This design comes from an exercise in tuning for small area, a short achievable clock period and few clock cycles per item on the open sky130 flow, not from production work.
In this exercise RTL edits were held to simulation tests only and were not proved equivalent to the original.

## mul_acc_nn
module mul_acc_nn
#(
  parameter int WIDTH = 64,
  parameter int DIGIT = 4
) (
  input  logic               clk,
  input  logic               rst,
  input  logic               start,
  input  logic [WIDTH-1:0]   ina,
  input  logic [WIDTH-1:0]   inb,
  input  logic               acc_en,
  input  logic [2*WIDTH-1:0] acc_in,
  output logic [2*WIDTH-1:0] result,
  output logic               carry,
  output logic               busy,
  output logic               done,
  output logic               ready_n
);
  localparam int K  = 16;
  localparam int NS = 4;
  localparam int RK = 16;
  localparam int ND = 8;
  localparam int SW = 68;
  localparam int XW = 84;
  localparam int CW = 3;
  logic          accept;
  logic          resolve;
  logic [CW-1:0] cnt;
  logic [63:0]   a_q;       
  logic [63:0]   l_q;       
  logic [63:0]   r_q;       
  logic [SW-1:0] s_q;       
  logic [SW-1:0] c_q;       
  logic [K-1:0]  ls_q;      
  logic [K-1:0]  lc_q;      
  logic          ci_q;      
  logic [ND-1:0] bneg_q, bone_q, btwo_q;   
  logic          b63_q;     
  logic [ND-1:0] nneg, none, ntwo;
  logic [K:0]    eb;
  logic [K-1:0]  kr_q, ka_q;   
  logic [K:0]    ebmask;    
  logic [64+2*K+1:0] rx, ax;
  logic [XW-1:0] xs, ys;
  logic [65:0] brow0;
  logic [65:0] brow1;
  logic [65:0] brow2;
  logic [65:0] brow3;
  logic [65:0] brow4;
  logic [65:0] brow5;
  logic [65:0] brow6;
  logic [65:0] brow7;
  logic h0_s, h0_c;
  logic h1_s, h1_c;
  logic f2_s, f2_c;
  logic h3_s, h3_c;
  logic f4_s, f4_c;
  logic h5_s, h5_c;
  logic f6_s, f6_c;
  logic h7_s, h7_c;
  logic f8_s, f8_c;
  logic h9_s, h9_c;
  logic f10_s, f10_c;
  logic h11_s, h11_c;
  logic f12_s, f12_c;
  logic h13_s, h13_c;
  logic f14_s, f14_c;
  logic h15_s, h15_c;
  logic f16_s, f16_c;
  logic h17_s, h17_c;
  logic f18_s, f18_c;
  logic h19_s, h19_c;
  logic f20_s, f20_c;
  logic h21_s, h21_c;
  logic f22_s, f22_c;
  logic h23_s, h23_c;
  logic f24_s, f24_c;
  logic h25_s, h25_c;
  logic f26_s, f26_c;
  logic h27_s, h27_c;
  logic f28_s, f28_c;
  logic h29_s, h29_c;
  logic f30_s, f30_c;
  logic h31_s, h31_c;
  logic f32_s, f32_c;
  logic h33_s, h33_c;
  logic f34_s, f34_c;
  logic h35_s, h35_c;
  logic f36_s, f36_c;
  ...
Size in the first run: about 390 I/O pins, about 40000 sq um of cells after synthesis.
clock: 11.0 ns
lec_check: 0
abc_clock_period_in_ps: 3500
cap_margin: 20
core_margin: 2
core_utilization: 50
place_density: 0.65
slew_margin: 20
synth_hierarchical: 1
synth_minimum_keep_size: 0
standard.sh (not shown) runs the stock make flow with config.mk's settings and CLKGATE_MAP_FILE= SYNTH_SCRIPT=/design/flow/synth_recipe.tcl, a recipe that flattens the netlist after the stock synthesis.
==> flow/flow/run.sh <==
#!/bin/bash
# The standard layout (standard.sh), with three changes to how it is made:
#  - after synthesis, flow/downsize.tcl swaps the Booth select AOI cells to single drive;
#  - timing repair aims at a setup slack of SETUP_SLACK_MARGIN ns against the 11 ns clock,
#    so the resizer works toward a shorter period than the clock's;
#  - the ports are buffered by sky130_fd_sc_hd__buf_1 instead of the default delay buffer.
# The clock, the SDC and every other setting are the standard ones.  The make output goes
# to flow.log here; each ORFS step writes its own log under orfs/logs/.
set -euo pipefail
bash standard.sh SETUP_SLACK_MARGIN=7.2 \
  POST_SYNTH_TCL="$PWD/flow/downsize.tcl" \
  BUFFER_PORTS_ARGS="-buffer_cell sky130_fd_sc_hd__buf_1" finish > flow.log 2>&1
==> flow/flow/downsize.tcl <==
# Run after synthesis (POST_SYNTH_TCL): ABC maps the Booth select cell with a double-drive
# AOI; use the single-drive one.  Timing repair upsizes any instance that needs more.
set db [ord::get_db]
set from [$db findMaster sky130_fd_sc_hd__a22oi_2]
set to [$db findMaster sky130_fd_sc_hd__a22oi_1]
set n 0
foreach inst [[ord::get_db_block] getInsts] {
  if {[$inst getMaster] == $from} {
    $inst swapMaster $to
    incr n
  }
}
puts "downsize.tcl: $n a22oi_2 cells now a22oi_1"
Testbench counts at the start, summed over its fixed seeds: cycles 14,400, ops 2,400.
Then changed:
--- a/flow/flow/run.sh
+++ b/flow/flow/run.sh
@@ -10 +10 @@
-bash standard.sh SETUP_SLACK_MARGIN=7.2 \
+bash standard.sh SETUP_SLACK_MARGIN=7.1 \
Outcome: Wire length came out lower by 3.0%; via count went down by 1.6%; area after synthesis stays the same; clock skew came out higher by 0.025 ns; core utilization drops by 0.47 points; maximum frequency decreases by 2.7%; cell count goes down by 0.44%; design area drops by 0.78%; register-to-register slack is worse by 0.07 ns; synthesized cell count stays the same.
Then changed:
--- a/flow/flow/run.sh
+++ b/flow/flow/run.sh
@@ -10 +10 @@
-bash standard.sh SETUP_SLACK_MARGIN=7.1 \
+bash standard.sh SETUP_SLACK_MARGIN=6.9 \
CORE_UTILIZATION = 40   (was 50)
PLACE_DENSITY = 0.6   (was 0.65)
Effect: The new run ran to the end with no violations; fmax went down by a few percent; utilization went down by 13 points; hold slack gets better by 0.0052 ns; first-iteration DRC count came out higher slightly; worst setup slack gets worse by 0.15 ns.
Then changed:
--- a/flow/flow/run.sh
+++ b/flow/flow/run.sh
@@ -10 +10 @@
-bash standard.sh SETUP_SLACK_MARGIN=6.9 \
+bash standard.sh SETUP_SLACK_MARGIN=7.2 \
CTS_BUF_LIST = sky130_fd_sc_hd__clkbuf_4 sky130_fd_sc_hd__clkbuf_8   (was unset)
CTS_CLUSTER_SIZE = 20   (was unset)
=>
- global-route usage climbs by 2.3 points
- non-clock buffer count climbs by 147
- design area is higher by a few percent
- first-iteration DRC count fell slightly

========
== job 101 ==
Another version of the RTL of mul_acc_nn (not shown whole).
Size in the first run: roughly 3700 cells after synthesis, about 390 I/O pins, ~0.041 mm^2 of cells after synthesis.
Settings: LEC_CHECK=0, ABC_CLOCK_PERIOD_IN_PS=3500, CAP_MARGIN=20, CORE_MARGIN=2, CORE_UTILIZATION=50, PLACE_DENSITY=0.65, SLEW_MARGIN=20, SYNTH_HIERARCHICAL=1, SYNTH_MINIMUM_KEEP_SIZE=0; clock period 11.0 ns.
==> flow/flow/run.sh <==
#!/bin/bash
# The standard layout (standard.sh), with three changes to how it is made:
#  - after synthesis, flow/downsize.tcl swaps the Booth select AOI cells to single drive;
#  - timing repair aims at a setup slack of SETUP_SLACK_MARGIN ns against the 11 ns clock,
#    so the resizer works toward a shorter period than the clock's;
#  - the ports are buffered by sky130_fd_sc_hd__buf_1 instead of the default delay buffer.
# The clock, the SDC and every other setting are the standard ones.  The make output goes
# to flow.log here; each ORFS step writes its own log under orfs/logs/.
set -euo pipefail
bash standard.sh SETUP_SLACK_MARGIN=7.2 \
  POST_SYNTH_TCL="$PWD/flow/downsize.tcl" \
  RECOVER_POWER=30 \
  BUFFER_PORTS_ARGS="-buffer_cell sky130_fd_sc_hd__buf_1" finish > flow.log 2>&1
Scripts as last shown in full above: flow/flow/downsize.tcl
In job 101 the implementation ran to completion but is not tape-out ready, as the final checks report capacitance limit, slew limit.
Testbench counts of job 101, summed over its fixed seeds: cycles 14,400, ops 2,400.
--- input diff job 101..job 102 ---
--- a/flow/flow/run.sh
+++ b/flow/flow/run.sh
@@ -11,3 +11,2 @@
   POST_SYNTH_TCL="$PWD/flow/downsize.tcl" \
-  RECOVER_POWER=30 \
   BUFFER_PORTS_ARGS="-buffer_cell sky130_fd_sc_hd__buf_1" finish > flow.log 2>&1
--- outcome ---
[flow] job 101 | stages: complete | final checks: fail | reason: capacitance limit, slew limit. Job 102 completed end to end with timing, DRC and antenna clean. There was hardly any difference in final instance area between job 102 and job 101. Job 102 reports its critical path startpoint as a_q[22]$_DFFE_PN_ while job 101 reports busy$_DFF_PP0_. Number of nets in the final layout came out exactly the same in job 102 and job 101. Any difference in count of filler cells inserted in the layout between job 102 and job 101 is small enough to ignore. Job 101 → job 102: area added between synthesis and finish picked up an extra 0.17 points; max-cap check violation count lost 6; total wirelength of the detailed-routed design neither gained nor lost much; proportion of cell area occupied by multi-input gates neither gained nor lost much.

========
mul_acc_nn with an RTL version that a note above also has.
Size in the first run: roughly 390 I/O pins, roughly 0.040 sq mm of cells after synthesis.
==> flow/config.mk <==
export PLATFORM = sky130hd
export DESIGN_NAME = mul_acc_nn
export DESIGN_NICKNAME = mul_acc_nn
export VERILOG_FILES = /design/flow/design.v
export SDC_FILE = /design/flow/constraint.sdc
export NUM_CORES = 4
export LEC_CHECK = 0
export ABC_CLOCK_PERIOD_IN_PS = 3500
export CAP_MARGIN = 20
export CORE_MARGIN = 2
export CORE_UTILIZATION = 40
export PLACE_DENSITY = 0.6
export SLEW_MARGIN = 20
export SYNTH_HIERARCHICAL = 1
export SYNTH_MINIMUM_KEEP_SIZE = 0
==> flow/constraint.sdc <==
create_clock -name core_clock -period 11.0 [get_ports {clk}]
set_input_delay 2.2000 -clock core_clock [delete_from_list [all_inputs] [get_ports {clk}]]
set_output_delay 2.2000 -clock core_clock [all_outputs]
set_load 0.01 [all_outputs]
==> flow/flow/run.sh <==
#!/bin/bash
# The standard layout (standard.sh), with three changes to how it is made:
#  - after synthesis, flow/downsize.tcl swaps the Booth select AOI cells to single drive;
#  - timing repair aims at a setup slack of SETUP_SLACK_MARGIN ns against the 11 ns clock,
#    so the resizer works toward a shorter period than the clock's;
#  - the ports are buffered by sky130_fd_sc_hd__buf_1 instead of the default delay buffer.
# The clock, the SDC and every other setting are the standard ones.  The make output goes
# to flow.log here; each ORFS step writes its own log under orfs/logs/.
set -euo pipefail
bash standard.sh SETUP_SLACK_MARGIN=7.5 \
  POST_SYNTH_TCL="$PWD/flow/downsize.tcl" \
  BUFFER_PORTS_ARGS="-buffer_cell sky130_fd_sc_hd__buf_1" finish > flow.log 2>&1
Scripts as last shown in full above: flow/flow/downsize.tcl
The baseline finished clean.
Testbench counts at the start, summed over its fixed seeds: cycles 14,400, ops 2,400.
==> next run, changes <==
--- a/flow/flow/run.sh
+++ b/flow/flow/run.sh
@@ -8,5 +8,5 @@
 # to flow.log here; each ORFS step writes its own log under orfs/logs/.
 set -euo pipefail
-bash standard.sh SETUP_SLACK_MARGIN=7.5 \
+bash standard.sh SETUP_SLACK_MARGIN=7.2 \
   POST_SYNTH_TCL="$PWD/flow/downsize.tcl" \
   BUFFER_PORTS_ARGS="-buffer_cell sky130_fd_sc_hd__buf_1" finish > flow.log 2>&1
Result:
- routed wire length went down by 3.4%
- non-clock buffer count went down by 89
- worst hold slack gets worse by 0.082 ns
- register-to-register slack gets worse by 0.09 ns
- die area stays the same
- fmax went down by 3.0%

========
mul_acc_nn with an RTL version that a note above also has.
For scale: roughly 3,700 cells after synthesis, about 390 I/O pins, about 0.041 sq mm of cells after synthesis.
export LEC_CHECK = 0
export ABC_CLOCK_PERIOD_IN_PS = 3500
export CAP_MARGIN = 20
export CORE_MARGIN = 2
export CORE_UTILIZATION = 45
export PLACE_DENSITY = 0.62
export SLEW_MARGIN = 20
export SYNTH_HIERARCHICAL = 1
export SYNTH_MINIMUM_KEEP_SIZE = 0
create_clock -name core_clock -period 11.0 [get_ports {clk}]
==> flow/flow/run.sh <==
#!/bin/bash
# The standard layout (standard.sh), with three changes to how it is made:
#  - after synthesis, flow/downsize.tcl swaps the Booth select AOI cells to single drive;
#  - timing repair aims at a setup slack of SETUP_SLACK_MARGIN ns against the 11 ns clock,
#    so the resizer works toward a shorter period than the clock's;
#  - the ports are buffered by sky130_fd_sc_hd__buf_1 instead of the default delay buffer.
# The clock, the SDC and every other setting are the standard ones.  The make output goes
# to flow.log here; each ORFS step writes its own log under orfs/logs/.
set -euo pipefail
bash standard.sh SETUP_SLACK_MARGIN=7.2 \
  POST_SYNTH_TCL="$PWD/flow/downsize.tcl" \
  BUFFER_PORTS_ARGS="-buffer_cell sky130_fd_sc_hd__buf_1" finish > flow.log 2>&1
Scripts as last shown in full above: flow/flow/downsize.tcl
The first run passed the timing, design-rule and antenna checks.
Testbench counts at the start, summed over its fixed seeds: cycles 14,400, ops 2,400.
Then changed:
--- a/flow/flow/run.sh
+++ b/flow/flow/run.sh
@@ -9,3 +9,3 @@
 set -euo pipefail
-bash standard.sh SETUP_SLACK_MARGIN=7.2 \
+bash standard.sh SETUP_SLACK_MARGIN=7.3 \
   POST_SYNTH_TCL="$PWD/flow/downsize.tcl" \
Settings changed: CORE_UTILIZATION 45 to 50, PLACE_DENSITY 0.62 to 0.65.
What happened: Worst hold slack improved by 0.0078 ns; wire length went up by 0.38%; final cell count came out lower by 1.2%; clock-buffer cell count decreases by 4; area after synthesis is unchanged.
Then changed:
--- a/flow/flow/run.sh
+++ b/flow/flow/run.sh
@@ -9,3 +9,3 @@
 set -euo pipefail
-bash standard.sh SETUP_SLACK_MARGIN=7.3 \
+bash standard.sh SETUP_SLACK_MARGIN=7.4 \
   POST_SYNTH_TCL="$PWD/flow/downsize.tcl" \
The changed run completed with no timing, DRC or antenna violations.
Clock-buffer cell count is higher by 1.
Non-clock buffer count climbs by 10.
Area after synthesis stays the same.
Routed wire length came out lower by 1.4%.
Worst setup slack gets better by 0.040 ns.
Register-to-register slack improved by 0.04 ns.
Via count came out lower by 0.36%.
Clock skew goes up by 0.012 ns.

static timing again, ports no longer ideal:
The flow's constraints put no driver on any port. The routed layouts listed below were extracted and timed again, unchanged, in two steps. Step 1 assumes that a clkbuf_16 drives the clock port and a buf_2 every other input. Step 2 adds t to the input delays and takes it off the output delays; t is the mean of the earliest and latest rising clock arrival at the registers after step 1. Input paths then give back, and output paths get back, about the clock's delay inside the block. Three values: no drivers, after step 1, after step 2; two values: the first two.
run | t (ns) | slack for setup (ns) | worst hold slack (ns) | worst setup path at the end | worst data-port slew with drivers (ns)
the first run of note 1 | 0.711 | 7.200 / 7.151 / 6.791 | 0.466 / 0.466 / 0.466 | input to register | 0.14
the second run of note 1 | 0.727 | 7.097 / 7.129 / 6.421 | 0.463 / 0.463 / 0.463 | input to register | 0.13
the third run of note 1 | 0.748 | 6.942 / 6.942 / 6.485 | 0.468 / 0.468 / 0.468 | input to register | 0.11
the fourth run of note 1 | 0.820 | 7.185 / 7.115 / 6.583 | 0.468 / 0.468 / 0.468 | input to register | 0.09
job 101 | 0.717 | 4.168 / 4.168 / 4.168 | 0.472 / 0.472 / 0.472 | register to register | 0.11
job 102 | 0.714 | 7.247 / 7.199 / 6.706 | 0.473 / 0.473 / 0.473 | input to register | 0.11
the first run of note 3 | 0.718 | 7.318 / 7.289 / 6.778 | 0.555 / 0.555 / 0.555 | input to register | 0.16
the second run of note 3 | 0.716 | 7.204 / 7.134 / 6.627 | 0.474 / 0.474 / 0.474 | input to register | 0.09
the first run of note 4 | 0.730 | 7.224 / 7.203 / 6.576 | 0.464 / 0.464 / 0.464 | input to register | 0.07
the second run of note 4 | 0.724 | 7.243 / 7.243 / 6.692 | 0.472 / 0.472 / 0.472 | input to register | 0.16
the third run of note 4 | 0.718 | 7.282 / 7.282 / 6.849 | 0.459 / 0.459 / 0.459 | input to register | 0.13
For the second run of note 1, which loses most, drivers alone change the setup slack by +0.032 ns; drivers and shift together by -0.676 ns.
